What follows belongs to an exercise in optimizing a design on an open flow for small area, a short achievable clock period and few clock cycles; a production flow would make more cautious choices. Where RTL was checked, it was by simulation tests only, not by an equivalence proof against the original. Function not checked in runs 1 and 2: the RTL went through the layout flow alone. No activity file was given, so power comes from the tool's default toggle rates.

File: flow/constraint.sdc
create_clock -name core_clock -period 6.5 [get_ports {clock_fast}]
set_input_delay 1.3000 -clock core_clock [delete_from_list [all_inputs] [get_ports {clock_fast}]]
set_output_delay 1.3000 -clock core_clock [all_outputs]
set_load 0.01 [all_outputs]
File: flow/design.v
`timescale 1ns/10ps
`timescale 1ns/10ps
`timescale 1ns/10ps
`timescale 1ns/10ps
`timescale 1ns/10ps
module ttt_main (
    input  logic                                reset,
    input  logic                                clock_fast,
    output logic [2:0]                          stage,
    input  logic [4-1:0]        processor_id_in,
    output logic [4-1:0]        processor_id_out,
    input  logic [4-1:0]     good_tokens_in,
    input  logic [4-1:0]     bad_tokens_in,
    output logic [1:0]                          token_startstop,
    output logic                                output_valid,
    input  logic [4:0]                          instruction,
    input  logic [6-1:0]        connection_id_in,
    input  logic [8-1:0]           prog_data
);
    localparam int NP = 10;
    localparam int NC = 50;
    localparam int NH = NC / 2;          
    localparam int NG = (NH + 3) / 4;    
    logic signed [7:0] g_cnt [NP];
    logic signed [7:0] b_cnt [NP];
    logic signed [7:0] g_thr [NP];
    logic signed [7:0] b_thr [NP];
    logic [NP-1:0]     act;
    logic [5:0]        first [NP+1];
    logic [3:0]        tgt_mem [2][NH];
    logic [7:0]        wt_mem [2][NH];
    logic        x_add;
    logic        x_gthr;
    logic        x_bthr;
    logic        x_upd;
    logic        x_first;
    logic        x_tgt;
    logic        x_wt;
    logic [NP:0] x_hit;       
    logic [5:0]  x_cid;
    logic [7:0]  x_data;
    logic        x_neg;       
    logic [NP/2-1:0] y_hit;   
    logic [7:0]      y_data;
    logic          busy;        
    logic          r_first;     
    logic [NP-1:0] pend;        
    logic [5:0]    w_idx;       
    logic [5:0]    w_end;       
    logic          w_stop;      
    logic [3:0]    m_lo [2];
    logic [NG-1:0] m_hi [2];
    function automatic logic ge8(input logic [7:0] a, input logic [7:0] b);
        logic [7:0] ua;
        logic [7:0] ub;
        logic r;
        ua = {~a[7], a[6:0]};
        ub = {~b[7], b[6:0]};
        r = 1'b1;
        for (int i = 0; i < 8; i++) r = (ua[i] & ~ub[i]) | ((ua[i] | ~ub[i]) & r);
        ge8 = r;
    endfunction
    logic [NP-1:0] act_now;
    always_comb begin
        for (int i = 0; i < NP; i++)
            act_now[i] = ge8(g_cnt[i], g_thr[i]) && !ge8(b_cnt[i], b_thr[i]);
    end
    logic [NP-1:0] src_pend;
    logic [NP-1:0] src_one;      
    logic          have_src;
    logic [5:0]    w_rem;
    logic          have0;
    logic          have1;
    logic          take1;        
    logic          last_step;
    logic          do_load;
    logic [5:0]    ld_first;
    logic [5:0]    ld_end;
    logic [3:0]    ld_id;
    logic          ld_start;
    assign src_pend  = r_first ? (act_now ^ act) : pend;
    assign have_src  = |src_pend;
    assign w_rem     = w_end - w_idx;
    assign have0     = (w_rem != 6'd0);
    assign have1     = (w_rem[5:1] != 5'd0);
    always_comb begin
        logic [NP-1:0] seen;
        seen = '0;
        for (int i = 0; i < NP; i++) begin
            src_one[i] = src_pend[i] && !seen[i];
            if (i + 1 < NP) seen[i+1] = seen[i] | src_pend[i];
        end
        ld_first = '0;
        ld_end = '0;
        ld_id = '0;
        ld_start = 1'b0;
        for (int i = 0; i < NP; i++) begin
            if (src_one[i]) begin
                ld_first = ld_first | first[i];
                ld_end = ld_end | first[i+1];
                ld_id = ld_id | 4'(i);
                ld_start = ld_start | (r_first ? act_now[i] : act[i]);
            end
        end
    end
    logic [11:0]   rd_bank [2];
    logic [3:0]    rd_tgt [2];
    logic [7:0]    rd_wt [2];
    logic [NP-1:0] rd_hit [2];
    logic [1:0]    rd_x;         
    logic [1:0]    rd_y;         
    always_comb begin
        for (int b = 0; b < 2; b++) begin
            logic [11:0] grp [NG];
            rd_bank[b] = '0;
            for (int j = 0; j < NG; j++) begin
                grp[j] = '0;
                for (int k = 0; k < 4; k++)
                    if (j * 4 + k < NH)
                        grp[j] = grp[j] | ({12{m_lo[b][k]}} & {tgt_mem[b][j*4+k], wt_mem[b][j*4+k]});
                rd_bank[b] = rd_bank[b] | ({12{m_hi[b][j]}} & grp[j]);
            end
        end
        {rd_tgt[0], rd_wt[0]} = w_idx[0] ? rd_bank[1] : rd_bank[0];
        {rd_tgt[1], rd_wt[1]} = w_idx[0] ? rd_bank[0] : rd_bank[1];
        for (int b = 0; b < 2; b++) begin
            for (int i = 0; i < NP; i++) rd_hit[b][i] = (rd_tgt[b] == 4'(i));
            rd_x[b] = |rd_hit[b][NP/2-1:0];
            rd_y[b] = |rd_hit[b][NP-1:NP/2];
        end
    end
    assign take1 = have1 && !(rd_x[0] && rd_x[1]) && !(rd_y[0] && rd_y[1]);
    assign last_step = (w_rem[5:1] == 5'd0) || ((w_rem == 6'd2) && take1);
    assign do_load = have_src && last_step;
    function automatic logic signed [7:0] sat_add(input logic signed [7:0] c,
                                                  input logic signed [3:0] a);
        logic signed [8:0] s;
        s = 9'(c) + 9'(a);
        if (s[8] != s[7]) sat_add = s[8] ? 8'sh80 : 8'sh7f;
        else sat_add = s[7:0];
    endfunction
    logic signed [7:0] sel_g [2];
    logic signed [7:0] sel_b [2];
    logic signed [3:0] amt_g [2];
    logic signed [3:0] amt_b [2];
    logic signed [7:0] res_g [2];    
    logic signed [7:0] res_b [2];
    always_comb begin
        sel_g[0] = '0;
        sel_b[0] = '0;
        sel_g[1] = '0;
        sel_b[1] = '0;
        for (int i = 0; i < NP / 2; i++) begin
            sel_g[0] = sel_g[0] | ({8{x_hit[i]}} & g_cnt[i]);
            sel_b[0] = sel_b[0] | ({8{x_hit[i]}} & b_cnt[i]);
            sel_g[1] = sel_g[1] | ({8{y_hit[i]}} & g_cnt[NP/2+i]);
            sel_b[1] = sel_b[1] | ({8{y_hit[i]}} & b_cnt[NP/2+i]);
        end
        amt_g[0] = x_neg ? (4'd0 - x_data[7:4]) : x_data[7:4];
        amt_b[0] = x_neg ? (4'd0 - x_data[3:0]) : x_data[3:0];
        amt_g[1] = x_neg ? (4'd0 - y_data[7:4]) : y_data[7:4];
        amt_b[1] = x_neg ? (4'd0 - y_data[3:0]) : y_data[3:0];
        for (int l = 0; l < 2; l++) begin
            res_g[l] = sat_add(sel_g[l], amt_g[l]);
            res_b[l] = sat_add(sel_b[l], amt_b[l]);
        end
    end
    logic is_adv;
    logic [NP:0] in_hit;
    assign is_adv = !instruction[4] && (instruction[2:0] == 3'b010);
    always_comb begin
        for (int i = 0; i <= NP; i++) in_hit[i] = (processor_id_in == 4'(i));
    end
    always_ff @(posedge clock_fast) begin
        if (reset) begin
            busy <= 1'b0;
            r_first <= 1'b0;
            pend <= '0;
            w_idx <= '0;
            w_end <= '0;
            w_stop <= 1'b0;
            output_valid <= 1'b0;
            x_add <= 1'b0;
            x_gthr <= 1'b0;
            x_bthr <= 1'b0;
            x_upd <= 1'b0;
            x_first <= 1'b0;
            x_tgt <= 1'b0;
            x_wt <= 1'b0;
            y_hit <= '0;
        end else begin
            output_valid <= 1'b0;
            x_add <= 1'b0;
            x_gthr <= 1'b0;
            x_bthr <= 1'b0;
            x_upd <= 1'b0;
            x_first <= 1'b0;
            x_tgt <= 1'b0;
            x_wt <= 1'b0;
            y_hit <= '0;
            if (!busy) begin
                x_hit <= in_hit;
                x_cid <= connection_id_in;
                x_data <= prog_data;
                y_data <= prog_data;
                x_neg <= 1'b0;
                case (instruction[4:3])
                    2'b11: begin
                        x_first <= (instruction[2:0] == 3'b001);
                        x_tgt <= (instruction[2:0] == 3'b010);
                        x_wt <= (instruction[2:0] == 3'b011);
                    end
                    2'b10: begin
                        x_gthr <= (instruction[2:0] == 3'b001);
                        x_bthr <= (instruction[2:0] == 3'b010);
                        if (instruction[2:0] == 3'b100) begin
                            x_add <= |in_hit[NP/2-1:0];
                            y_hit <= in_hit[NP-1:NP/2];
                        end
                        x_upd <= (instruction[2:0] == 3'b101);
                    end
                    default: begin
                        if (instruction[2:0] == 3'b001) begin
                            x_add <= |in_hit[NP/2-1:0];
                            y_hit <= in_hit[NP-1:NP/2];
                            x_data <= {good_tokens_in, bad_tokens_in};
                            y_data <= {good_tokens_in, bad_tokens_in};
                        end
                    end
                endcase
                if (is_adv) begin
                    busy <= 1'b1;
                    r_first <= 1'b1;
                end
            end else begin
                r_first <= 1'b0;
                if (have0) begin
                    x_add <= rd_x[0] || (take1 && rd_x[1]);
                    x_hit <= {6'd0, rd_x[0] ? rd_hit[0][NP/2-1:0] : rd_hit[1][NP/2-1:0]};
                    x_data <= rd_x[0] ? rd_wt[0] : rd_wt[1];
                    x_neg <= w_stop;
                    y_hit <= rd_y[0] ? rd_hit[0][NP-1:NP/2] :
                             (take1 ? rd_hit[1][NP-1:NP/2] : '0);
                    y_data <= rd_y[0] ? rd_wt[0] : rd_wt[1];
                    w_idx <= take1 ? w_idx + 6'd2 : w_idx + 6'd1;
                end
                if (do_load) begin
                    w_idx <= ld_first;
                    w_end <= ld_end;
                    w_stop <= !ld_start;
                    output_valid <= 1'b1;
                    processor_id_out <= ld_id;
                    token_startstop <= {ld_start, !ld_start};
                    pend <= src_pend & ~src_one;
                end else begin
                    pend <= src_pend;
                end
                if (!have_src && last_step) busy <= 1'b0;
            end
        end
    end
    always_ff @(posedge clock_fast) begin
        if (busy && do_load) begin
            logic [3:0]    lo;
            logic [NG-1:0] hi;
            for (int k = 0; k < 4; k++) lo[k] = (ld_first[2:1] == 2'(k));
            for (int j = 0; j < NG; j++) hi[j] = (ld_first[5:3] == 3'(j));
            m_lo[1] <= lo;
            m_hi[1] <= hi;
            if (ld_first[0]) begin
                m_lo[0] <= {lo[2:0], lo[3]};
                m_hi[0] <= lo[3] ? {hi[NG-2:0], 1'b0} : hi;
            end else begin
                m_lo[0] <= lo;
                m_hi[0] <= hi;
            end
        end else if (busy && have0) begin
            for (int b = 0; b < 2; b++) begin
                if (take1 || (w_idx[0] == 1'(b))) begin
                    m_lo[b] <= {m_lo[b][2:0], m_lo[b][3]};
                    if (m_lo[b][3]) m_hi[b] <= {m_hi[b][NG-2:0], 1'b0};
                end
            end
        end
    end
    logic [7:0]  wd_thr;
    logic [5:0]  wd_first;
    assign wd_thr = reset ? 8'(1) : x_data;
    assign wd_first = reset ? 6'd0 : x_data[5:0];
    always_ff @(posedge clock_fast) begin
        for (int i = 0; i < NP; i++) begin
            if (reset || (i < NP / 2 ? (x_add && x_hit[i]) : y_hit[i % (NP / 2)])) begin
                g_cnt[i] <= reset ? 8'd0 : res_g[i / (NP / 2)];
                b_cnt[i] <= reset ? 8'd0 : res_b[i / (NP / 2)];
            end
            if (reset || (x_gthr && x_hit[i])) g_thr[i] <= wd_thr;
            if (reset || (x_bthr && x_hit[i])) b_thr[i] <= wd_thr;
            if (reset || r_first || (x_upd && x_hit[i])) act[i] <= !reset && act_now[i];
        end
        for (int i = 0; i <= NP; i++)
            if (reset || (x_first && x_hit[i])) first[i] <= wd_first;
    end
    always_ff @(posedge clock_fast) begin
        for (int i = 0; i < NC; i++) begin
            if (x_tgt && x_cid == 6'(i)) tgt_mem[i % 2][i / 2] <= x_data[3:0];
            if (x_wt && x_cid == 6'(i)) wt_mem[i % 2][i / 2] <= x_data;
        end
    end
    assign stage = {2'b00, busy};
endmodule
File: flow/run.sh
#!/bin/bash
# synth_recipe.tcl (not shown) runs the flow's synth.tcl, then flattens the netlist and writes it again
# the make line also repeats each setting of config.mk as NAME=value (left out here)
make -C /OpenROAD-flow-scripts/flow DESIGN_CONFIG=/design/flow/config.mk WORK_HOME=/design/flow/orfs CLKGATE_MAP_FILE= SYNTH_SCRIPT=/design/flow/synth_recipe.tcl finish
File: flow/config.mk
export PLATFORM = sky130hd
export DESIGN_NAME = ttt_main
export DESIGN_NICKNAME = ttt_main
export VERILOG_FILES = /design/flow/design.v
export SDC_FILE = /design/flow/constraint.sdc
export NUM_CORES = 4
export LEC_CHECK = 0
export ABC_CLOCK_PERIOD_IN_PS = 3000
export CAP_MARGIN = 20
export CORE_MARGIN = 2
export CORE_UTILIZATION = 40
export SETUP_SLACK_MARGIN = 3.0
export SLEW_MARGIN = 20
==> results of run 1 <==
-- logic make-up (layout without fill, tap and decap cells) --
logic type	Yosys count	in the layout	synth area share [%]
AND/OR/NAND/NOR	825	831	8.265
multiplexers	38	38	0.8311
XOR/XNOR	40	40	0.7531
adder cells (fa/ha/maj)	89	89	2.267
other	1	3	0.008061
flip-flops	1096	1096	69.93
buffers and inverters	336	667	2.846
AO/OA/AOI/OAI	925	926	15.10
-- registers in the layout, indices dropped and copies added, names as in the netlist, 2 cells and up --
signal,flops
act,10
b_cnt,80
b_thr,80
first,66
g_cnt,80
g_thr,80
m_hi,14
m_lo,8
pend,10
processor_id_out,4
tgt_mem,200
token_startstop,2
w_end,6
w_idx,6
wt_mem,400
x_cid,6
x_data,8
x_hit,11
y_data,8
y_hit,5
-- per-stage QoR --
| step | worst slack [ns] | std cells | utilization, % | power, mW | area [um^2] |
|---|---|---|---|---|---|
| CTS | 2.463 | 5166 | 47.45 | 17.44 | 54920 |
| finish | 2.321 | 5214 | 48.57 | 17.62 | 56210 |
| detailed placement | 1.312 | 4814 | 42.27 | 10.78 | 48920 |
| global route | 2.197 | 5213 | 48.56 | 18.18 | 56210 |
| global placement | 1.516 | 4814 | 42.27 | 10.74 | 48920 |
| floorplan | 2.152 | 3351 | - | 10.04 | 46840 |
-- power groups by stage --
| stage | Sequential, mW | Combinational [mW] | Clock, mW |
|---|---|---|---|
| floorplan | 8.66 | 1.38 | 0 |
| global placement | 8.75 | 2.00 | 0 |
| detailed placement | 8.75 | 2.02 | 0 |
| CTS | 8.60 | 2.56 | 6.28 |
| global route | 8.65 | 3.00 | 6.54 |
| finish | 8.61 | 2.80 | 6.21 |
-- layout by cell type (no fill, tap or decap), types with 15 or more instances in the layout --
cell type	synthesis	final
o21ai_0	67	38
ha_1	43	39
inv_1	174	172
nor2b_1	79	70
nand2_1	305	294
buf_4	4	176
nand2b_1	61	53
nand3_1	41	33
or2_2	15	16
buf_12	0	20
clkinv_2	0	27
a222oi_1	61	61
o21a_4	0	31
clkdlybuf4s50_1	0	39
maj3_1	36	27
clkbuf_16	0	114
a21oi_1	82	52
o22ai_1	22	18
mux2i_1	33	21
a22o_1	35	35
xnor2_1	27	18
buf_6	2	49
o21ai_2	0	15
nor2_1	218	201
edfxtp_1	1058	1058
clkinv_1	2	25
o21ai_1	3	15
a21o_1	71	67
a22oi_1	347	339
dfxtp_1	38	34
and3_1	22	17
a21oi_2	3	25
clkbuf_1	96	15
-- tightest hold or removal path: stages (launching register included) --
cell	delay [ns]
dfxtp_1	0.31
nand2_1	0.06
a21oi_1	0.05
-- layer usage --
metal  share of wire (%)  vias up
met4                 2.6        2
met3                 7.0      198
met1                  42    15380
li1                    -    13570
met5              0.0075        -
met2                  49     1244
-- repair_timing --
| action | 4_1_cts | 5_1_grt |
|---|---|---|
| pin swaps | 86 | 98 |
| endpoints found under the setup margin | 276 | 253 |
| gates resized for setup | 247 | 187 |
| buffers inserted | 143 | 43 |
| cloned | 11 | 4 |
-- final cells by class --
type	count	area, um^2
diodes	1	2.502
clock buffers	127	2848
clock inverters	71	639.4
fillers	9820	59530
inverters	176	660.6
multi-input cells	1926	14710
flip-flops and latches	1096	32540
well taps	1524	1907
repair buffers	293	2902
-- final timing paths --
path               start    endpoint
max          g_thr[2][5]  m_hi[0][4]
max reg2reg  g_thr[2][5]  m_hi[0][4]
min              pend[4]     pend[4]
min reg2reg      pend[4]     pend[4]
==> flow_metrics.tcl, run 1 <==
set metrics [dict create \
    status "timing/DRC/antenna clean" \
    chipWidth_um 345.0 \
    worst_skew_pair.late_latency_ns 0.69 \
    holdPathStages 2 \
    synth_top_area_share_pct 68.29 \
    clock.fmax_mhz 239.3 \
    clockRootBuffer "clkbuf_16" \
    global_route.overflow_total 0 \
    register_to_register_path_depth 18 \
    cp_slowest_cell "edfxtp_1" \
    cts_htree_levels 3 \
    hpwl_mm 83.00 \
    yosys_most_used_dff "edfxtp_1" \
    max_cap_violations 0 \
    layout_min_cycle_time_ns 4.179 \
    library_cell_occupying_the_most_area_in_the_post_synthesis_netlist "edfxtp_1" \
    timing_max_transition_violations_final 0 \
    drt_iter0_drc 3560 \
    largest_net_degree_at_the_start_of_global_routing 101 \
    ctsLongestPathBuffers 3 \
    clock_skew_ns 0.02813 \
    global_route.peak_usage_layer "met2" \
    syn2layout_area_growth_pct 20.82 \
    antenna_left 0 \
    initial_core_util_pct 40.20 \
    maxSlewHeadroom_pct 29.24 \
    ioPinCount 43 \
    tritoncts "built" \
    clk_pin_slew_worst_paths_ns 0.06 \
    avgViaCountPerCell 5.830 \
    globalRouteMet2Util_pct 35.61 \
    yosysSeqAreaShare_pct 69.93 \
    dr.pass1.iters 6 \
    power_density_nw_per_um2 313.5 \
    grt_util_met1_pct 29.03 \
    timing.critical_path.cells "nor2b_4, maj3_2, maj3_2, o21a_1, a211oi_4, buf_4, buf_4, a21oi_1, o211ai_1, a31oi_1, a221o_1, a221o_1, a221oi_4, buf_12, nor3_4, buf_6, mux2_4, a21oi_2" \
    clkPwrFrac_pct 35.3 \
    gp_congestion 0.8629 \
    ff2ff_setup_slack_ns 2.32 \
    groute.usage.overall_pct 21.47 \
    post_synth_most_frequent_cells "edfxtp_1, a22oi_1, nand2_1" \
    finalNetCount 3681 \
    number_of_library_cell_types_mapped_by_synthesis 90 \
    criticalPathCategory "reg -> reg" \
    via_count 30400 \
    power_switching_share_pct 26.20 \
    synth-edff-count 1058 \
    final-setup-viol-count 0 \
    final_layout_size_suffix_gt1_share_pct 20.28 \
    fin_setup_tns_ns 0 \
    critical_path.startpoint_type "flip-flop" \
    end_kind "flip-flop" \
    buffer_ports.inserted 40 \
    core-area_um2 115700 \
    synth.most_common_cell "edfxtp_1" \
    async_s_r_ff_share_synth_pct 0 \
    critical_path_buf_inv_count 4 \
    critical_path_arrival_ns 4.73 \
    chipHeight_um 345.0 \
    worst_hold_path_type "reg -> reg" \
    synthesis.instances 3350 \
    rows 125 \
    synth_seq_cells 1096 \
    crit_path_max_fanout 5 \
    share_seq_of_total_power_pct 48.9 \
    netSwitchingPower_mw 4.617 \
    worstMarginPinSlew_ns 1.060 \
    crit_path_max_incr_delay_ns 0.41 \
    crit_cells 18 \
    cts-buffers-inserted 107 \
    hold_slack_ns 0.4679 \
    area_enclosed_by_the_die_boundary_um2 119000 \
    finalHoldViolations 0 \
    power.internal_mw 13.00 \
    avgRoutedWirePerCell_um 25.43 \
    synth.cell_area_um2 46520 \
    grt_util_met3_pct 3.592 \
    hold_buffers 0 \
    power.ir.vdd_worst_mv 0.2130 \
    comb_power_share_pct 15.9 \
    yosysWarnings 22 \
    grt_first_pass_wirelength_mm 193.6 \
    cts.sink_count 1096 \
    power_leakage_nw 19.76 \
    remaining_drc_errors 0 \
    final_min_period_over_clock_period_pct 64.29 \
    postSynthAreaPerCell_um2 13.89 \
    initial_antenna_violation_count 3 \
    required_ns 7.05 \
    rsz_0062_raised_after_global_routing "yes" \
    first_global_vias 30080 \
    synth.area.top_cells "edfxtp_1, a22oi_1, nand2_1, nor2_1, dfxtp_1" \
    route.final.wire_length_mm 132.6 \
    timing.critical_path.max_delay_family "compound AO/OA/AOI/OAI gates" \
]
==> run 2, diff against run 1 <==
--- a/flow/design.v
+++ b/flow/design.v
@@ -79,5 +79,5 @@
     logic [3:0]    ld_id;
     logic          ld_start;
-    assign src_pend  = r_first ? (act_now ^ act) : pend;
+    assign src_pend  = pend;
     assign have_src  = |src_pend;
     assign w_rem     = w_end - w_idx;
@@ -100,5 +100,5 @@
                 ld_end = ld_end | first[i+1];
                 ld_id = ld_id | 4'(i);
-                ld_start = ld_start | (r_first ? act_now[i] : act[i]);
+                ld_start = ld_start | act[i];
             end
         end
@@ -233,6 +233,9 @@
                     r_first <= 1'b1;
                 end
-            end else begin
+            end else if (r_first) begin
                 r_first <= 1'b0;
+                pend <= act_now ^ act;
+                if (act_now == act) busy <= 1'b0;
+            end else begin
                 if (have0) begin
                     x_add <= rd_x[0] || (take1 && rd_x[1]);
@@ -253,6 +256,4 @@
                     token_startstop <= {ld_start, !ld_start};
                     pend <= src_pend & ~src_one;
-                end else begin
-                    pend <= src_pend;
                 end
                 if (!have_src && last_step) busy <= 1'b0;
@@ -261,5 +262,5 @@
     end
     always_ff @(posedge clock_fast) begin
-        if (busy && do_load) begin
+        if (busy && !r_first && do_load) begin
             logic [3:0]    lo;
             logic [NG-1:0] hi;
@@ -275,5 +276,5 @@
                 m_hi[0] <= hi;
             end
-        end else if (busy && have0) begin
+        end else if (busy && !r_first && have0) begin
             for (int b = 0; b < 2; b++) begin
                 if (take1 || (w_idx[0] == 1'(b))) begin
==> flow_metrics.tcl, run 2 <==
set metrics [dict create \
    chipHeight_um 342.5 \
    cts_htree_levels 3 \
    grt_first_pass_wirelength_mm 182.2 \
    via_count 29060 \
    gp_congestion 0.8723 \
    async_s_r_ff_share_synth_pct 0 \
    synth.area.top_cells "edfxtp_1, a22oi_1, nand2_1, dfxtp_1, maj3_1" \
    area_enclosed_by_the_die_boundary_um2 117300 \
    timing.critical_path.cells "buf_6, buf_6, a22oi_1, nand2_1, a222oi_1, and3_4, a32oi_4, and3b_2, o22ai_4, a41o_4, nand3_4, buf_12, buf_8, o31ai_2" \
    status "timing/DRC/antenna clean" \
    clk_pin_slew_worst_paths_ns 0.06 \
    syn2layout_area_growth_pct 17.17 \
    tritoncts "built" \
    dr.pass1.iters 8 \
    leading_cell_types_in_the_layout_fill_and_taps_excluded "edfxtp_1, a22oi_1, nand2_1" \
    finalNetCount 3513 \
    layout_min_cycle_time_ns 3.718 \
    power_switching_share_pct 26.07 \
    worst_hold_path_type "reg -> reg" \
    hold_buffers 0 \
    diodes 0 \
    cts.sink_count 1096 \
    netSwitchingPower_mw 4.590 \
    synth.cell_area_um2 45820 \
    avgRoutedWirePerCell_um 24.97 \
    max_cap_violations 0 \
    post-place-cells 4716 \
    initial_core_util_pct 40.18 \
    post_dp_cell_area_um2 47890 \
    core-area_um2 114000 \
    avgViaCountPerCell 5.775 \
    initial_antenna_violation_count 3 \
    filler_cells_inserted 9874 \
    finalHoldViolations 0 \
    end_kind "flip-flop" \
    timing_max_transition_violations_final 0 \
    yosys_most_used_dff "edfxtp_1" \
    yosysWarnings 22 \
    final-setup-viol-count 0 \
    antenna_left 0 \
    route.final.wire_length_mm 125.6 \
    crit_path_max_fanout 12 \
    crit_path_frequent_cell "buf_6" \
    cts-buffers-inserted 108 \
    drt_iter0_drc 3420 \
    final_layout_size_suffix_gt1_share_pct 15.40 \
    required_ns 7.02 \
    rows 124 \
    power.internal_mw 13.01 \
    clockRootBuffer "clkbuf_16" \
    synth_seq_cells 1096 \
    clkPwrFrac_pct 34.7 \
    layout_top_registers "wt_mem: 400 flops, tgt_mem: 200 flops" \
    cp_slowest_cell "edfxtp_1" \
    clock_skew_ns 0.05760 \
    buffer_ports.inserted 40 \
    ioPinCount 43 \
    power_density_nw_per_um2 327.9 \
    worst_skew_pair.late_latency_ns 0.71 \
    yosysSeqAreaShare_pct 71.00 \
    crit_path_max_incr_delay_ns 0.46 \
    worstMarginPinSlew_ns 1.073 \
    synth-edff-count 1058 \
    criticalPathCategory "reg -> reg" \
    library_cell_occupying_the_most_area_in_the_post_synthesis_netlist "edfxtp_1" \
    comb_power_share_pct 15.4 \
    critical_path.startpoint_type "flip-flop" \
    synth.most_common_cell "edfxtp_1" \
    chipWidth_um 342.5 \
    critical_path_arrival_ns 4.24 \
    synthesis.instances 3272 \
    post-route-cell-area_um2 53690 \
    fin_setup_tns_ns 0 \
    remaining_drc_errors 0 \
    post_synth_most_frequent_cells "edfxtp_1, nand2_1, a22oi_1" \
    power.ir.vdd_worst_mv 0.2694 \
    hpwl_mm 79.43 \
    largest_reg_flops 400 \
    clock.fmax_mhz 269.0 \
    rsz_0062_raised_after_global_routing "yes" \
    maxSlewHeadroom_pct 28.45 \
    number_of_library_cell_types_mapped_by_synthesis 85 \
    ctsLongestPathBuffers 3 \
    power_leakage_nw 18.57 \
    global_route.overflow_total 0 \
    first_global_vias 28380 \
    final_min_period_over_clock_period_pct 57.20 \
    regMostFlops "wt_mem" \
    groute.usage.overall_pct 20.69 \
    largest_net_degree_at_the_start_of_global_routing 74 \
    share_seq_of_total_power_pct 50.0 \
    postSynthAreaPerCell_um2 14.00 \
    layoutNonFillerInstCount 5031 \
    most_common_cell_after_layout_fill_and_taps_aside "edfxtp_1" \
    synth_top_area_share_pct 69.34 \
]
[run 2: cell types whose count changed after synthesis, sizes merged, moves of 7 or more]
cell	delta
a211oi	-7
a21o	-43
a21oi	-12
a22o	-26
a22oi	+36
and2	+11
maj3	+38
nand2	+82
nand2b	-10
nand3	-9
nor2	-40
nor2b	-39
or2	-7
[run 2: routing by layer]
metal	track usage (%)	wire length [um]	part of all wire [%]	up-vias
li1	-	-	-	12980
met1	28.91	53710	43	14700
met2	33.63	59650	47	1178
met3	3.162	9119	7.3	192
met4	5.729	3120	2.5	0
met5	0	0	0	-
[run 2: logic make-up (layout without fill, tap and decap cells)]
kind of cell	Yosys count	count (layout)	synth area share (%)
compound gates	833	833	13.44
other cells	1	2	0.008184
xor+xnor	45	45	0.8766
buf+inv	337	582	2.960
mux	33	33	0.7537
fa+ha+maj	127	127	3.143
simple gates	800	801	7.818
flops	1096	1096	71.00
[run 2: layout make-up]
cell class,count,area (um^2),area share [%]
Clock buffer,135,2834,5.279
Multi-Input combinational cell,1841,12990,24.19
Tap cell,1512,1892,3.524
Inverter,174,655.6,1.221
Clock inverter,62,589.3,1.098
Timing Repair Buffer,211,2195,4.088
Sequential cell,1096,32540,60.60
[run 2: stage by stage]
stage	power [mW]	setup WS [ns]	util, %	hold slack, ns
after floorplan	10.24	2.174	-	0.4317
after global routing	18.19	2.687	47.08	0.4849
after CTS	17.21	2.943	45.93	0.4568
after global placement	10.96	1.573	41.99	0.4567
after detailed placement	11.00	1.360	41.99	0.4470
final	17.60	2.782	47.08	0.4580
[run 2: power groups by stage]
stage | Sequential (mW) | Combinational [mW] | Clock, mW
after floorplan | 8.87 | 1.36 | 0
after global placement | 8.94 | 2.02 | 0
after detailed placement | 8.95 | 2.05 | 0
after CTS | 8.79 | 2.25 | 6.18
after global routing | 8.84 | 2.91 | 6.44
final | 8.80 | 2.71 | 6.10
[run 2: worst max-delay path: cells and delay by family, from the launching register on]
| family | cells | cell delay, ns |
|---|---|---|
| flip-flops | 1 | 0.46 |
| buffers and inverters | 4 | 0.70 |
| AO/OA/AOI/OAI | 6 | 1.50 |
| AND/OR/NAND/NOR | 4 | 0.85 |
[run 2: path summary, 6_finish.rpt]
| kind | start | to | slack (ns) | depth (start not counted) |
|---|---|---|---|---|
| worst min register to register | w_stop | w_stop | 0.46 | 2 |
| worst min-delay path | w_stop | w_stop | 0.46 | 2 |
| worst max register to register | m_lo[0][2] | m_hi[1][1] | 2.78 | 14 |
| worst max-delay path | m_lo[0][2] | m_hi[1][1] | 2.78 | 14 |
[run 2: timing repair]
action,4_1_cts,5_1_grt
gates cloned,5,5
pin swaps,25,93
gates resized for setup,90,189
buffers inserted,60,46
endpoints found under the setup margin,261,232
==> run 3, diff against run 2 <==
--- a/flow/design.v
+++ b/flow/design.v
@@ -135,8 +135,20 @@
     function automatic logic signed [7:0] sat_add(input logic signed [7:0] c,
                                                   input logic signed [3:0] a);
-        logic signed [8:0] s;
-        s = 9'(c) + 9'(a);
-        if (s[8] != s[7]) sat_add = s[8] ? 8'sh80 : 8'sh7f;
-        else sat_add = s[7:0];
+        logic [4:0] lo;
+        logic [3:0] hi_inc;
+        logic [3:0] hi_dec;
+        logic [3:0] hi;
+        logic       ovf;
+        lo = {1'b0, c[3:0]} + {1'b0, a};
+        hi_inc = c[7:4] + 4'd1;
+        hi_dec = c[7:4] - 4'd1;
+        if (!a[3]) begin
+            hi = lo[4] ? hi_inc : c[7:4];
+            ovf = lo[4] && (c[7:4] == 4'b0111);
+        end else begin
+            hi = lo[4] ? c[7:4] : hi_dec;
+            ovf = !lo[4] && (c[7:4] == 4'b1000);
+        end
+        sat_add = ovf ? (a[3] ? 8'sh80 : 8'sh7f) : {hi, lo[3:0]};
     endfunction
     logic signed [7:0] sel_g [2];
--- a/flow/config.mk
+++ b/flow/config.mk
@@ -10,4 +10,7 @@
 export CORE_MARGIN = 2
 export CORE_UTILIZATION = 40
-export SETUP_SLACK_MARGIN = 3.0
+export CTS_BUF_LIST = sky130_fd_sc_hd__clkbuf_16
+export CTS_CLUSTER_DIAMETER = 60
+export CTS_CLUSTER_SIZE = 20
+export SETUP_SLACK_MARGIN = 3.4
 export SLEW_MARGIN = 20
==> flow_metrics.tcl, run 3 <==
set metrics [dict create \
    layoutNonFillerInstCount 5028 \
    remaining_drc_errors 0 \
    hold_buffers 0 \
    largest_reg_flops 400 \
    leading_cell_types_in_the_layout_fill_and_taps_excluded "edfxtp_1, a22oi_1, nand2_1" \
    post-place-cells 4721 \
    tritoncts "built" \
    yosysSeqAreaShare_pct 70.96 \
    final_layout_size_suffix_gt1_share_pct 18.05 \
    worst_hold_path_type "reg -> reg" \
    synthesis.instances 3284 \
    final_min_period_over_clock_period_pct 52.91 \
    rsz_0062_raised_after_global_routing "yes" \
    grt_first_pass_wirelength_mm 183.8 \
    criticalPathCategory "reg -> reg" \
    max_cap_violations 0 \
    postSynthAreaPerCell_um2 13.96 \
    synth_top_area_share_pct 69.30 \
    clk_pin_slew_worst_paths_ns 0.08 \
    synth.most_common_cell "edfxtp_1" \
    largest_net_degree_at_the_start_of_global_routing 65 \
    crit_path_max_fanout 8 \
    hold_slack_ns 0.4568 \
    chipHeight_um 342.5 \
    library_cell_occupying_the_most_area_in_the_post_synthesis_netlist "edfxtp_1" \
    maxSlewHeadroom_pct 29.27 \
    route.final.wire_length_mm 126.0 \
    fin_setup_tns_ns 0 \
    buffer_ports.inserted 40 \
    utilization_pct 47.22 \
    clockRootBuffer "clkbuf_16" \
    drt_iter0_drc 3887 \
    layout_min_cycle_time_ns 3.439 \
    clock.fmax_mhz 290.8 \
    post_synth_most_frequent_cells "edfxtp_1, a22oi_1, nand2_1" \
    cts.sink_count 1096 \
    finalHoldViolations 0 \
    first_global_vias 28470 \
    initial_core_util_pct 40.20 \
    status "timing/DRC/antenna clean" \
    chipWidth_um 342.5 \
    critical_path.startpoint_type "flip-flop" \
    worstMarginPinSlew_ns 1.058 \
    hpwl_mm 77.87 \
    place_ws_ns 1.642 \
    gp_congestion 0.8791 \
    critical_path_arrival_ns 3.85 \
    dr.pass1.iters 9 \
    cts_htree_levels 3 \
    power.ir.vdd_worst_mv 0.2024 \
    yosys_most_used_dff "edfxtp_1" \
    antenna_left 0 \
    regMostFlops "wt_mem" \
    avgViaCountPerCell 5.872 \
    timing_max_transition_violations_final 0 \
    finalNetCount 3542 \
    end_kind "flip-flop" \
    avgRoutedWirePerCell_um 25.07 \
    syn2layout_area_growth_pct 17.46 \
    ctsLongestPathBuffers 3 \
    rows 124 \
    worst_skew_pair.late_latency_ns 0.66 \
    yosysWarnings 22 \
    synth.area.top_cells "edfxtp_1, a22oi_1, nand2_1, dfxtp_1, nor2_1" \
    initial_antenna_violation_count 5 \
    final.setup.worst_slack_ns 3.061 \
    core-area_um2 114000 \
    clock_skew_ns 0.02356 \
    async_s_r_ff_share_synth_pct 0 \
    required_ns 6.91 \
    final-setup-viol-count 0 \
    power_leakage_nw 18.66 \
    cts-buffers-inserted 76 \
    number_of_library_cell_types_mapped_by_synthesis 81 \
    area_enclosed_by_the_die_boundary_um2 117300 \
    power_density_nw_per_um2 353.0 \
    synth_seq_cells 1096 \
    via_count 29530 \
    synth-edff-count 1058 \
    most_common_cell_after_layout_fill_and_taps_aside "edfxtp_1" \
    synth.cell_area_um2 45840 \
    layout_top_registers "wt_mem: 400 flops, tgt_mem: 200 flops" \
    ioPinCount 43 \
    groute.usage.overall_pct 20.83 \
    global_route.overflow_total 0 \
]
## run 3: changes by cell type after synthesis, moves of 9 or more
cell and change:
a21oi_1 +23, a21o_1 +36, a311oi_1 +10, nor3_1 +10, nor2_1 +18, nand2b_1 -9, nand3_1 +19, and3_1 +15
o21a_1 -35, o22ai_1 -12, nand2_1 -50
## run 3: kinds of logic after synthesis
family / count (synthesis) / share of synthesized area, %
buffers and inverters: 338 / 2.904
other: 1 / 0.008180
adder cells (fa/ha/maj): 121 / 2.991
flip-flops: 1096 / 70.96
XOR/XNOR: 42 / 0.8188
AO/OA/AOI/OAI: 841 / 13.47
AND/OR/NAND/NOR: 812 / 8.098
multiplexers: 33 / 0.7424
## run 3: worst max-delay path, cell delays in order, from the launching register on
cell and delay (ns):
edfxtp_1 0.45, buf_12 0.18, a22oi_1 0.16, nand2_1 0.08, a222oi_1 0.50, and3_4 0.32, a22oi_2 0.10, and3_4 0.20
o22ai_4 0.15, a31o_4 0.28, buf_12 0.14, nand2_8 0.09, nor2_4 0.21, mux2_4 0.31
## run 3: timing repair
item                       in CTS  in global routing
hold endpoints to repair        0                  0
pin swaps                     111                 84
cloned                         12                  2
resized for setup             250                159
setup endpoints to repair     295                301
setup buffers                 108                 56
## run 3: cell type report
class                   instances  area, um^2
well taps                    1512        1892
clock inverters                46       471.7
flip-flops and latches       1096       32550
diodes                          3       7.507
inverters                     171       641.9
fillers                      9737       60190
repair buffers                261        2499
clock buffers                  80        2002
multi-input cells            1859       13790
## run 3: final timing paths
path         startpoint         end  slack, ns  depth (start not counted)
max          m_lo[1][0]  m_lo[0][0]       3.06                         13
max reg2reg  m_lo[1][0]  m_lo[0][0]       3.06                         13
min              w_stop      w_stop       0.46                          2
min reg2reg      w_stop      w_stop       0.46                          2
## run 3: per-stage QoR
stage	instance area [um^2]	total power, mW
floorplan	45990	11.52
global placement	48000	12.67
detailed placement	48000	12.75
CTS	52650	18.46
global route	53840	19.73
finish	53850	19.01
## run 3: power breakdown
| part | switching [mW] | total [mW] | internal [mW] |
|---|---|---|---|
| clock network | 2.52 | 4.95 | 2.43 |
| logic | 2.92 | 4.75 | 1.83 |
| registers | 0.414 | 9.31 | 8.89 |
## run 3: per-layer routing
metal / global-route usage, % / wire length [um] / up-vias
li1: - / - / 13100
met1: 29.97 / 54040 / 14940
met2: 32.49 / 58160 / 1279
met3: 2.743 / 9789 / 207
met4: 7.511 / 4035 / 2
met5: 0 / 14 / -
Testbench counts of run 3, summed over its fixed seeds: cycles 4,393.
==> run 4, diff against run 3 <==
--- a/flow/config.mk
+++ b/flow/config.mk
@@ -13,4 +13,5 @@
 export CTS_CLUSTER_DIAMETER = 60
 export CTS_CLUSTER_SIZE = 20
-export SETUP_SLACK_MARGIN = 3.4
+export PLACE_DENSITY = 0.75
+export SETUP_SLACK_MARGIN = 3.0
 export SLEW_MARGIN = 20
==> flow_metrics.tcl, run 4 <==
set metrics [dict create \
    chipWidth_um 342.5 \
    worstMarginPinSlew_ns 1.089 \
    yosysWarnings 22 \
    finalHoldViolations 0 \
    hold_buffers 0 \
    fin_setup_tns_ns 0 \
    initial_antenna_violation_count 6 \
    register_to_register_path_depth 15 \
    timing.critical_path.max_delay_family "compound AO/OA/AOI/OAI gates" \
    multiInputGateArea_um2 12620 \
    area_enclosed_by_the_die_boundary_um2 117300 \
    power_leakage_nw 18.02 \
    yosysSeqAreaShare_pct 70.96 \
    avgViaCountPerCell 5.983 \
    cp_slowest_cell "edfxtp_1" \
    area.sequential_um2 32540 \
    synth_top_area_share_pct 69.30 \
    layout_top_registers "wt_mem: 400 flops, tgt_mem: 200 flops" \
    clock.fmax_mhz 278.9 \
    crit_path_max_fanout 8 \
    rsz_0062_raised_after_global_routing "yes" \
    power.internal_mw 12.79 \
    initial_core_util_pct 40.20 \
    ioPinCount 43 \
    max_cap_violations 0 \
    clock_skew_ns 0.04870 \
    final-setup-viol-count 0 \
    rows 124 \
    finalNetCount 3452 \
    criticalPathCategory "reg -> reg" \
    core-area_um2 114000 \
    library_cell_occupying_the_most_area_in_the_post_synthesis_netlist "edfxtp_1" \
    filler_cells_inserted 9641 \
    drt_iter0_drc 4141 \
    critical_path_buf_inv_count 4 \
    most_common_cell_after_layout_fill_and_taps_aside "edfxtp_1" \
    postSynthAreaPerCell_um2 13.96 \
    crit_path_max_incr_delay_ns 0.50 \
    comb_power_share_pct 20.1 \
    end_kind "flip-flop" \
    worst_skew_pair.late_latency_ns 0.68 \
    power.ir.vdd_worst_mv 0.3034 \
    synth_seq_cells 1096 \
    cts_htree_levels 3 \
    worst_hold_path_type "reg -> reg" \
    clkPwrFrac_pct 28.5 \
    holdPathStages 2 \
    regMostFlops "wt_mem" \
    place_ws_ns 1.754 \
    netSwitchingPower_mw 5.309 \
    timing.critical_path.cells "clkbuf_16, a22oi_1, nand2_1, a222oi_1, and3_4, buf_4, mux2i_1, a21oi_2, nand2_1, a31o_4, buf_4, buf_4, a311oi_1, a21oi_1, a31oi_1" \
    buffer_ports.inserted 40 \
    layout_min_cycle_time_ns 3.585 \
    groute.usage.overall_pct 19.47 \
    share_seq_of_total_power_pct 51.4 \
    power_density_nw_per_um2 347.5 \
    clk_pin_slew_worst_paths_ns 0.08 \
    synth.area.top_cells "edfxtp_1, a22oi_1, nand2_1, dfxtp_1, nor2_1" \
    dr.pass1.iters 7 \
    timing_max_transition_violations_final 0 \
    synth-edff-count 1058 \
    synthesis.instances 3284 \
    chipHeight_um 342.5 \
    number_of_library_cell_types_mapped_by_synthesis 81 \
    yosys_most_used_dff "edfxtp_1" \
    grt_first_pass_wirelength_mm 174.3 \
    cts.sink_count 1096 \
    avgRoutedWirePerCell_um 24.06 \
    power_switching_share_pct 29.33 \
    remaining_drc_errors 0 \
    crit_path_frequent_cell "buf_4" \
    syn2layout_area_growth_pct 13.62 \
    critical_path.startpoint_type "flip-flop" \
    final.setup.worst_slack_ns 2.915 \
    via_count 29560 \
    final_min_period_over_clock_period_pct 55.15 \
    synth.most_common_cell "edfxtp_1" \
    ctsLongestPathBuffers 3 \
    async_s_r_ff_share_synth_pct 0 \
    largest_net_degree_at_the_start_of_global_routing 102 \
    global_route.overflow_total 0 \
    final_layout_size_suffix_gt1_share_pct 11.74 \
    route.final.wire_length_mm 118.9 \
    leading_cell_types_in_the_layout_fill_and_taps_excluded "edfxtp_1, a22oi_1, nand2_1" \
    status "timing/DRC/antenna clean" \
    maxSlewHeadroom_pct 27.40 \
    required_ns 7.09 \
    cts-buffers-inserted 76 \
    gp_congestion 0.8896 \
    largest_reg_flops 400 \
    tritoncts "built" \
    first_global_vias 28480 \
    synth.cell_area_um2 45840 \
    clockRootBuffer "clkbuf_16" \
    hpwl_mm 74.99 \
    crit_cells 15 \
    critical_path_arrival_ns 4.17 \
    post_synth_most_frequent_cells "edfxtp_1, a22oi_1, nand2_1" \
    antenna_left 0 \
]
run 4: cell counts after synthesis:
Identical to the previous run, type by type.
run 4: path summary, 6_finish.rpt:
| check | startpoint | end | slack (ns) |
|---|---|---|---|
| worst max register to register | m_lo[0][2] | busy | 2.92 |
| worst max-delay path | m_lo[0][2] | busy | 2.92 |
| worst min register to register | w_end[0] | w_end[0] | 0.48 |
| worst min-delay path | w_end[0] | w_end[0] | 0.48 |
run 4: timing repair:
item,CTS,global route
pin swaps,15,41
setup buffers,39,39
endpoints found under the setup margin,224,252
gates cloned,2,6
gates resized for setup,56,100
run 4: stage by stage:
stage	std cells	instance area, um^2	hold WS (ns)	utilization (%)	power [mW]
2_1_floorplan	3285	45900	0.4317	-	11.48
3_3_place_gp	4721	47900	0.4536	42.00	12.49
3_5_place_dp	4721	47900	0.4739	42.00	12.63
4_1_cts	4889	51200	0.4846	44.89	17.90
5_1_grt	4936	52070	0.5164	45.67	18.76
6_report	4940	52090	0.4808	45.67	18.10
run 4: per-layer routing:
metal	up-vias	share of wire, %	track usage, %
met5	-	0.029	0
met1	14710	40	26.93
met2	1700	47	30.91
met3	243	10	3.834
met4	6	3.1	6.414
li1	12900	-	-
run 4: cell families (layout without fill, tap and decap cells):
kind of cell / Yosys count / after routing / synth area share (%)
compound gates: 841 / 841 / 13.47
xor+xnor: 42 / 42 / 0.8188
fa+ha+maj: 121 / 121 / 2.991
buf+inv: 338 / 477 / 2.904
flops: 1096 / 1096 / 70.96
mux: 33 / 33 / 0.7424
other cells: 1 / 6 / 0.008180
simple gates: 812 / 812 / 8.098
run 4: cell type report:
type,count,share of cell area (%)
inverters,171,1.232
flip-flops and latches,1096,62.47
repair buffers,179,3.354
multi-input cells,1851,24.23
clock buffers,76,3.651
well taps,1512,3.632
diodes,4,0.01922
clock inverters,51,1.413
run 4: power by group through the flow:
stage	combinational, mW	sequential, mW	clock, mW
after floorplan	2.04	9.45	0
after global placement	3.02	9.46	0
after detailed placement	3.14	9.49	0
after CTS	3.41	9.29	5.20
after global routing	3.94	9.37	5.45
final	3.63	9.30	5.16
run 4: worst reg2reg max path: stages (launching register included):
cell and delay, ns:
edfxtp_1 0.50, clkbuf_16 0.22, a22oi_1 0.20, nand2_1 0.08
a222oi_1 0.43, and3_4 0.32, buf_4 0.11, mux2i_1 0.11
a21oi_2 0.18, nand2_1 0.11, a31o_4 0.27, buf_4 0.15
buf_4 0.16, a311oi_1 0.41, a21oi_1 0.09, a31oi_1 0.18
==> run 5, diff against run 4 <==
--- a/flow/config.mk
+++ b/flow/config.mk
@@ -13,5 +13,4 @@
 export CTS_CLUSTER_DIAMETER = 60
 export CTS_CLUSTER_SIZE = 20
-export PLACE_DENSITY = 0.75
 export SETUP_SLACK_MARGIN = 3.0
 export SLEW_MARGIN = 20
==> flow_metrics.tcl, run 5 <==
set metrics [dict create \
    status "timing/DRC/antenna clean" \
    ctsLongestPathBuffers 3 \
    avgRoutedWirePerCell_um 24.39 \
    leading_cell_types_in_the_layout_fill_and_taps_excluded "edfxtp_1, a22oi_1, nand2_1" \
    initial_antenna_violation_count 9 \
    register_to_register_path_depth 14 \
    synth_top_area_share_pct 69.30 \
    route.final.wire_length_mm 120.5 \
    yosysWarnings 22 \
    synth_simple_gate_area_share_pct 8.098 \
    clock.fmax_mhz 281.7 \
    clock_skew_ns 0.02367 \
    clk_pin_slew_worst_paths_ns 0.08 \
    cts-buffers-inserted 76 \
    largest_reg_flops 400 \
    post_synth_most_frequent_cells "edfxtp_1, a22oi_1, nand2_1" \
    cts_htree_levels 3 \
    final_min_period_over_clock_period_pct 54.62 \
    critical_path_arrival_ns 4.13 \
    power_density_nw_per_um2 344.8 \
    library_cell_occupying_the_most_area_in_the_post_synthesis_netlist "edfxtp_1" \
    buffer_ports.inserted 40 \
    first_global_vias 27440 \
    clkPwrFrac_pct 28.2 \
    final_layout_size_suffix_gt1_share_pct 12.27 \
    maxSlewHeadroom_pct 34.58 \
    layout_top_registers "wt_mem: 400 flops, tgt_mem: 200 flops" \
    place_ws_ns 1.693 \
    critical_path.reg2reg.startpoint "m_lo[1][0]" \
    global_route.overflow_total 0 \
    drt_iter0_drc 3399 \
    crit_path_max_fanout 6 \
    final.setup.worst_slack_ns 2.950 \
    final-setup-viol-count 0 \
    worstMarginPinSlew_ns 0.9812 \
    worst_hold_path_type "reg -> reg" \
    rsz_0062_raised_after_global_routing "yes" \
    tritoncts "built" \
    chipHeight_um 342.5 \
    rows 124 \
    crit_end "w_idx[4]" \
    cts.sink_count 1096 \
    clockRootBuffer "clkbuf_16" \
    antenna_left 0 \
    regMostFlops "wt_mem" \
    largest_net_degree_at_the_start_of_global_routing 92 \
    via_count 28570 \
    layoutNonFillerInstCount 4940 \
    synth.area.top_cells "edfxtp_1, a22oi_1, nand2_1, dfxtp_1, nor2_1" \
    grt_first_pass_wirelength_mm 177.7 \
    synth.most_common_cell "edfxtp_1" \
    postSynthAreaPerCell_um2 13.96 \
    most_common_cell_after_layout_fill_and_taps_aside "edfxtp_1" \
    required_ns 7.08 \
    power.internal_mw 12.70 \
    ff2ff_setup_slack_ns 2.95 \
    avgViaCountPerCell 5.784 \
    dr.pass1.iters 9 \
    worst_skew_pair.late_latency_ns 0.66 \
    synth.cell_area_um2 45840 \
    critical_path.startpoint "m_lo[1][0]" \
    synthesis.instances 3284 \
    regToRegEndpoint "w_idx[4]" \
    yosysSeqAreaShare_pct 70.96 \
    xor_xnor_share_of_the_synthesized_area_pct 0.8188 \
    finalNetCount 3451 \
    fin_setup_tns_ns 0 \
    power_switching_share_pct 29.34 \
    yosys_most_used_dff "edfxtp_1" \
    ioPinCount 43 \
    async_s_r_ff_share_synth_pct 0 \
    power_leakage_nw 18.07 \
    share_seq_of_total_power_pct 51.8 \
    criticalPathCategory "reg -> reg" \
    synth_seq_cells 1096 \
    main_combinational_cell_family_by_area_after_synthesis "compound AO/OA/AOI/OAI gates" \
    end_kind "flip-flop" \
    gp_congestion 0.8705 \
    critical_path.startpoint_type "flip-flop" \
    core-area_um2 114000 \
    remaining_drc_errors 0 \
    hold_buffers 0 \
    power.ir.vdd_worst_mv 0.2163 \
    utilization_pct 45.73 \
    synth_mux_area_share_pct 0.7424 \
    number_of_library_cell_types_mapped_by_synthesis 81 \
    netSwitchingPower_mw 5.275 \
    post-place-cells 4728 \
    syn2layout_area_growth_pct 13.75 \
    synth-compound-area-share_pct 13.47 \
    comb_power_share_pct 20.0 \
    timing_max_transition_violations_final 0 \
    synth-edff-count 1058 \
    initial_core_util_pct 40.20 \
    max_cap_violations 0 \
    synth_adder_area_share_pct 2.991 \
    finalHoldViolations 0 \
    layout_min_cycle_time_ns 3.550 \
    area_enclosed_by_the_die_boundary_um2 117300 \
    chipWidth_um 342.5 \
    hpwl_mm 77.18 \
    groute.usage.overall_pct 20.04 \
]
-- run 5: per-stage QoR --
step	hold slack, ns	cell area [um^2]	power, mW
detailed placement	0.4698	47950	12.72
floorplan	0.4317	45900	11.48
global placement	0.4564	47950	12.63
finish	0.4879	52150	17.98
global route	0.5078	52140	18.72
CTS	0.4837	51370	17.90
-- run 5: repair_timing --
| action | in CTS | in global routing |
|---|---|---|
| endpoints found under the setup margin | 260 | 237 |
| gates resized for setup | 94 | 94 |
| pin swaps | 19 | 33 |
| gates cloned | 5 | 5 |
| setup buffers | 39 | 31 |
-- run 5: final cells by class --
class / count / area [um^2]
diodes: 4 / 10.01
clock buffers: 78 / 1952
clock inverters: 50 / 596.8
fillers: 9919 / 61890
inverters: 171 / 641.9
multi-input cells: 1851 / 12680
flip-flops and latches: 1096 / 32550
well taps: 1512 / 1892
repair buffers: 178 / 1826
-- run 5: worst min path at each step --
stage,start,end,slack (ns),cells after the start
after CTS,w_stop,w_stop,0.48,2
after floorplan,w_stop,w_stop,0.43,2
after detailed placement,w_stop,w_stop,0.47,2
final,w_stop,w_stop,0.49,2
after global placement,w_stop,w_stop,0.46,2
after global routing,w_stop,w_stop,0.51,2
-- run 5: metal layers --
metal / wire, um / global-route usage (%) / vias up
met5: 44 / 0 / -
met4: 2602 / 5.108 / 6
met3: 9382 / 2.903 / 154
met2: 56460 / 31.92 / 1118
met1: 52020 / 28.91 / 14400
li1: - / - / 12890
-- run 5: cells by family (layout without fill, tap and decap cells) --
| family | count (synthesis) | in the layout |
|---|---|---|
| flip-flops | 1096 | 1096 |
| AO/OA/AOI/OAI | 841 | 841 |
| AND/OR/NAND/NOR | 812 | 812 |
| buffers and inverters | 338 | 477 |
| adder cells (fa/ha/maj) | 121 | 121 |
| XOR/XNOR | 42 | 42 |
| multiplexers | 33 | 33 |
| other | 1 | 6 |
-- run 5: power by group through the flow --
stage / sequential, mW / clock, mW / combinational [mW]
floorplan: 9.45 / 0 / 2.04
global placement: 9.48 / 0 / 3.15
detailed placement: 9.50 / 0 / 3.22
CTS: 9.32 / 5.14 / 3.44
global route: 9.39 / 5.39 / 3.94
finish: 9.32 / 5.06 / 3.60
-- run 5: critical path, stage by stage, from the launching register on --
cell and delay (ns):
edfxtp_1 0.42, buf_8 0.17, buf_12 0.14, a22oi_2 0.15
nand2_1 0.08, a222oi_1 0.51, and3_4 0.31, mux2i_4 0.11
nor3b_4 0.28, o22ai_4 0.11, a31o_4 0.25, buf_12 0.14
and2_4 0.16, or4_1 0.51, a31oi_1 0.13
==> run 6, diff against run 5 <==
--- a/flow/design.v
+++ b/flow/design.v
@@ -104,10 +104,12 @@
         end
     end
-    logic [11:0]   rd_bank [2];
-    logic [3:0]    rd_tgt [2];
-    logic [7:0]    rd_wt [2];
-    logic [NP-1:0] rd_hit [2];
-    logic [1:0]    rd_x;         
-    logic [1:0]    rd_y;         
+    logic [11:0]     rd_bank [2];
+    logic [NP/2-1:0] bk_hit [2];     
+    logic [1:0]      bk_x;
+    logic [1:0]      bk_y;
+    logic [7:0]      rd_wt [2];
+    logic [NP/2-1:0] rd_hit [2];     
+    logic [1:0]      rd_x;           
+    logic [1:0]      rd_y;           
     always_comb begin
         for (int b = 0; b < 2; b++) begin
@@ -121,14 +123,18 @@
                 rd_bank[b] = rd_bank[b] | ({12{m_hi[b][j]}} & grp[j]);
             end
-        end
-        {rd_tgt[0], rd_wt[0]} = w_idx[0] ? rd_bank[1] : rd_bank[0];
-        {rd_tgt[1], rd_wt[1]} = w_idx[0] ? rd_bank[0] : rd_bank[1];
-        for (int b = 0; b < 2; b++) begin
-            for (int i = 0; i < NP; i++) rd_hit[b][i] = (rd_tgt[b] == 4'(i));
-            rd_x[b] = |rd_hit[b][NP/2-1:0];
-            rd_y[b] = |rd_hit[b][NP-1:NP/2];
-        end
-    end
-    assign take1 = have1 && !(rd_x[0] && rd_x[1]) && !(rd_y[0] && rd_y[1]);
+            for (int i = 0; i < NP / 2; i++) bk_hit[b][i] = (rd_bank[b][10:8] == 3'(i));
+            bk_x[b] = (|bk_hit[b]) && !rd_bank[b][11];
+            bk_y[b] = (|bk_hit[b]) && rd_bank[b][11];
+        end
+        rd_wt[0]  = w_idx[0] ? rd_bank[1][7:0] : rd_bank[0][7:0];
+        rd_wt[1]  = w_idx[0] ? rd_bank[0][7:0] : rd_bank[1][7:0];
+        rd_hit[0] = w_idx[0] ? bk_hit[1] : bk_hit[0];
+        rd_hit[1] = w_idx[0] ? bk_hit[0] : bk_hit[1];
+        rd_x = w_idx[0] ? {bk_x[0], bk_x[1]} : bk_x;
+        rd_y = w_idx[0] ? {bk_y[0], bk_y[1]} : bk_y;
+    end
+    logic pair_ok;
+    assign pair_ok = !(bk_x[0] && bk_x[1]) && !(bk_y[0] && bk_y[1]);
+    assign take1 = have1 && pair_ok;
     assign last_step = (w_rem[5:1] == 5'd0) || ((w_rem == 6'd2) && take1);
     assign do_load = have_src && last_step;
@@ -252,9 +258,8 @@
                 if (have0) begin
                     x_add <= rd_x[0] || (take1 && rd_x[1]);
-                    x_hit <= {6'd0, rd_x[0] ? rd_hit[0][NP/2-1:0] : rd_hit[1][NP/2-1:0]};
+                    x_hit <= {6'd0, rd_x[0] ? rd_hit[0] : rd_hit[1]};
                     x_data <= rd_x[0] ? rd_wt[0] : rd_wt[1];
                     x_neg <= w_stop;
-                    y_hit <= rd_y[0] ? rd_hit[0][NP-1:NP/2] :
-                             (take1 ? rd_hit[1][NP-1:NP/2] : '0);
+                    y_hit <= rd_y[0] ? rd_hit[0] : (take1 && rd_y[1] ? rd_hit[1] : '0);
                     y_data <= rd_y[0] ? rd_wt[0] : rd_wt[1];
                     w_idx <= take1 ? w_idx + 6'd2 : w_idx + 6'd1;
@@ -314,7 +319,13 @@
             if (reset || (x_first && x_hit[i])) first[i] <= wd_first;
     end
+    logic [3:0] tgt_code;
+    always_comb begin
+        if (x_data[3:0] < 4'd5) tgt_code = x_data[3:0];
+        else if (x_data[3:0] < 4'd10) tgt_code = {1'b1, 3'(x_data[3:0] - 4'd5)};
+        else tgt_code = 4'd7;
+    end
     always_ff @(posedge clock_fast) begin
         for (int i = 0; i < NC; i++) begin
-            if (x_tgt && x_cid == 6'(i)) tgt_mem[i % 2][i / 2] <= x_data[3:0];
+            if (x_tgt && x_cid == 6'(i)) tgt_mem[i % 2][i / 2] <= tgt_code;
             if (x_wt && x_cid == 6'(i)) wt_mem[i % 2][i / 2] <= x_data;
         end
--- a/flow/config.mk
+++ b/flow/config.mk
@@ -7,5 +7,5 @@
 export LEC_CHECK = 0
 export ABC_CLOCK_PERIOD_IN_PS = 3000
-export CAP_MARGIN = 20
+export CAP_MARGIN = 30
 export CORE_MARGIN = 2
 export CORE_UTILIZATION = 40
==> flow_metrics.tcl, run 6 <==
set metrics [dict create \
    max_cap_violations 0 \
    number_of_library_cell_types_mapped_by_synthesis 94 \
    groute.usage.overall_pct 20.50 \
    critical_path_arrival_ns 3.89 \
    final_layout_size_suffix_gt1_share_pct 10.45 \
    clockRootBuffer "clkbuf_16" \
    syn2layout_area_growth_pct 12.21 \
    critical_path_buf_inv_count 1 \
    layoutNonFillerInstCount 4968 \
    layout_top_registers "wt_mem: 400 flops, tgt_mem: 200 flops" \
    cts.sink_count 1096 \
    place_ws_ns 1.690 \
    power_leakage_nw 17.91 \
    avgRoutedWirePerCell_um 24.87 \
    layout_min_cycle_time_ns 3.479 \
    avgViaCountPerCell 5.853 \
    route.final.wire_length_mm 123.6 \
    ioPinCount 43 \
    area_enclosed_by_the_die_boundary_um2 117900 \
    crit_path_max_incr_delay_ns 0.57 \
    most_common_cell_after_layout_fill_and_taps_aside "edfxtp_1" \
    grt_first_pass_wirelength_mm 181.1 \
    synth.most_common_cell "edfxtp_1" \
    crit_cells 10 \
    yosysSeqAreaShare_pct 70.63 \
    library_cell_occupying_the_most_area_in_the_post_synthesis_netlist "edfxtp_1" \
    post_synth_most_frequent_cells "edfxtp_1, nand2_1, a22oi_1" \
    worst_skew_pair.late_latency_ns 0.68 \
    holdPathStages 2 \
    criticalPathCategory "reg -> reg" \
    finalNetCount 3481 \
    drt_iter0_drc 3521 \
    core-area_um2 114300 \
    hold_slack_ns 0.4955 \
    synth_top_area_share_pct 68.98 \
    required_ns 6.91 \
    maxSlewHeadroom_pct 30.89 \
    antenna_left 0 \
    synth.area.top_cells "edfxtp_1, a22oi_1, nand2_1, dfxtp_1, nor2_1" \
    gp_congestion 0.8608 \
    synth_seq_cells 1096 \
    critical_path.reg2reg.startpoint "m_lo[1][1]" \
    tritoncts "built" \
    register_to_register_path_depth 10 \
    rows 124 \
    leading_cell_types_in_the_layout_fill_and_taps_excluded "edfxtp_1, nand2_1, a22oi_1" \
    final-setup-viol-count 0 \
    final_min_period_over_clock_period_pct 53.53 \
    first_global_vias 27580 \
    end_kind "flip-flop" \
    yosysWarnings 22 \
    hpwl_mm 79.10 \
    hp-start "pend[9]" \
    cts_htree_levels 3 \
    timing_max_transition_violations_final 0 \
    cp_slowest_cell "edfxtp_1" \
    largest_net_degree_at_the_start_of_global_routing 58 \
    chipWidth_um 343.3 \
    status "timing/DRC/antenna clean" \
    worstMarginPinSlew_ns 1.037 \
    critical_path.startpoint_type "flip-flop" \
    remaining_drc_errors 0 \
    fin_setup_tns_ns 0 \
    initial_antenna_violation_count 1 \
    synthesis.instances 3326 \
    power_density_nw_per_um2 327.0 \
    via_count 29080 \
    ctsLongestPathBuffers 3 \
    crit_path_max_fanout 8 \
    regMostFlops "wt_mem" \
    postSynthAreaPerCell_um2 13.85 \
    cts-buffers-inserted 78 \
    clk_pin_slew_worst_paths_ns 0.08 \
    synth-edff-count 1058 \
    timing.critical_path.cells "buf_4, a22oi_1, nand2_1, a222oi_1, and3_4, a21oi_4, or4b_4, a31o_4, nand4_4, mux2_4" \
    final.setup.worst_slack_ns 3.021 \
    yosys_most_used_dff "edfxtp_1" \
    initial_core_util_pct 40.28 \
    finalHoldViolations 0 \
    critical_path.startpoint "m_lo[1][1]" \
    synth.cell_area_um2 46060 \
    worst_hold_path_type "reg -> reg" \
    async_s_r_ff_share_synth_pct 0 \
    global_route.overflow_total 0 \
    clock.fmax_mhz 287.4 \
    power.ir.vdd_worst_mv 0.2382 \
    post-place-cells 4765 \
    chipHeight_um 343.3 \
    rsz_0062_raised_after_global_routing "yes" \
    buffer_ports.inserted 40 \
    timing.critical_path.max_delay_family "simple AND/OR/NAND/NOR gates" \
    finalPower_mw 16.90 \
    clock_skew_ns 0.02545 \
    largest_reg_flops 400 \
    dr.pass1.iters 8 \
]
-- run 6: cell types whose count changed in the layout (fill, tap and decap cells not counted), moves of 9 or more --
cell      change
maj3_1       -11
a221oi_1     -14
a311oi_1      -9
a21o_1       -34
nand2_1      +81
nand2b_1     +18
a22oi_2      -11
a21oi_2      -19
nor2b_1      +14
-- run 6: routing by layer --
| layer | vias to the layer above | global-route usage (%) | part of all wire (%) |
|---|---|---|---|
| li1 | 12960 | - | - |
| met1 | 14700 | 30.33 | 44 |
| met2 | 1238 | 31.24 | 45 |
| met3 | 187 | 3.084 | 7.9 |
| met4 | 0 | 6.277 | 2.7 |
| met5 | - | 0 | 0 |
-- run 6: kinds of logic after synthesis --
family          synth area share, %
compound gates                12.86
fa+ha+maj                     2.567
mux                          0.8964
simple gates                  9.141
xor+xnor                     0.6845
flops                         70.63
buf+inv                       3.216
other cells                0.008141
-- run 6: worst paths after layout --
path / end / slack (ns)
setup reg to reg: m_hi[0][4] / 3.02
hold / removal: pend[9] / 0.50
hold reg to reg: pend[9] / 0.50
setup / recovery: m_hi[0][4] / 3.02
-- run 6: what timing repair did --
| action | CTS | global route |
|---|---|---|
| pin swaps | 4 | 15 |
| hold buffers | 0 | 0 |
| endpoints found under the setup margin | 257 | 234 |
| resized for setup | 52 | 59 |
| gates cloned | 4 | 2 |
| buffers inserted | 44 | 20 |
-- run 6: cell type report --
type                       count  area, um^2
sequential                  1096       32530
inverter                     171       641.9
tap                         1512        1892
multi-input combinational   1896       12550
antenna                        1       2.502
timing repair buffer         161        1476
clock inverter                52       608.1
clock buffer                  79        1977
fill                       10100       62660
-- run 6: through the flow --
| stage | instance area, um^2 | util (%) |
|---|---|---|
| finish | 51680 | 45.20 |
| global route | 51680 | 45.20 |
| CTS | 51210 | 44.78 |
| detailed placement | 48030 | 42.01 |
| global placement | 47950 | 41.93 |
| floorplan | 46070 | - |
-- run 6: worst min-delay path, stage by stage (launching register included) --
cell and delay, ns:
dfxtp_1 0.32, o21ai_0 0.07, a21oi_1 0.06
-- run 6: report_power, final --
group	total, mW	switching, mW	internal [mW]
logic	2.78	1.86	0.922
registers	9.02	0.326	8.69
clock network	5.10	2.59	2.51
Testbench counts of run 6, summed over its fixed seeds: cycles 4,393.

-- port drivers added, routing unchanged --
No port has a modelled driver above. Below, the same layouts with a new extraction and two added sets of constraints. Step 1, drivers: a clkbuf_16 drives clock_fast and a buf_2 each remaining input, both assumed. Step 2 moves the port delays by t, midway between the first and last clock arrival at a register: inputs arrive t later, outputs are due t later. That takes back most of the time a late clock gives input paths. a / b / c = ideal / step 1 / step 2; a / b = the first two.
run	t (ns)	setup slack, ns	worst data-port slew with drivers (ns)	cell pins on the clock port's net
run 1	0.751	2.321 / 2.321 / 2.321	0.10	1
run 2	0.756	2.782 / 2.782 / 2.518	0.12	1
run 3	0.720	3.061 / 3.061 / 2.699	0.16	1
run 4	0.718	2.915 / 2.915 / 2.592	0.14	1
run 5	0.716	2.950 / 2.950 / 2.556	0.15	1
run 6	0.744	3.021 / 2.994 / 2.643	0.06	1
After both steps setup and hold are still met in every run listed. For run 5, which loses most, drivers alone change the setup slack by 0.000 ns; drivers and shift together by -0.394 ns.
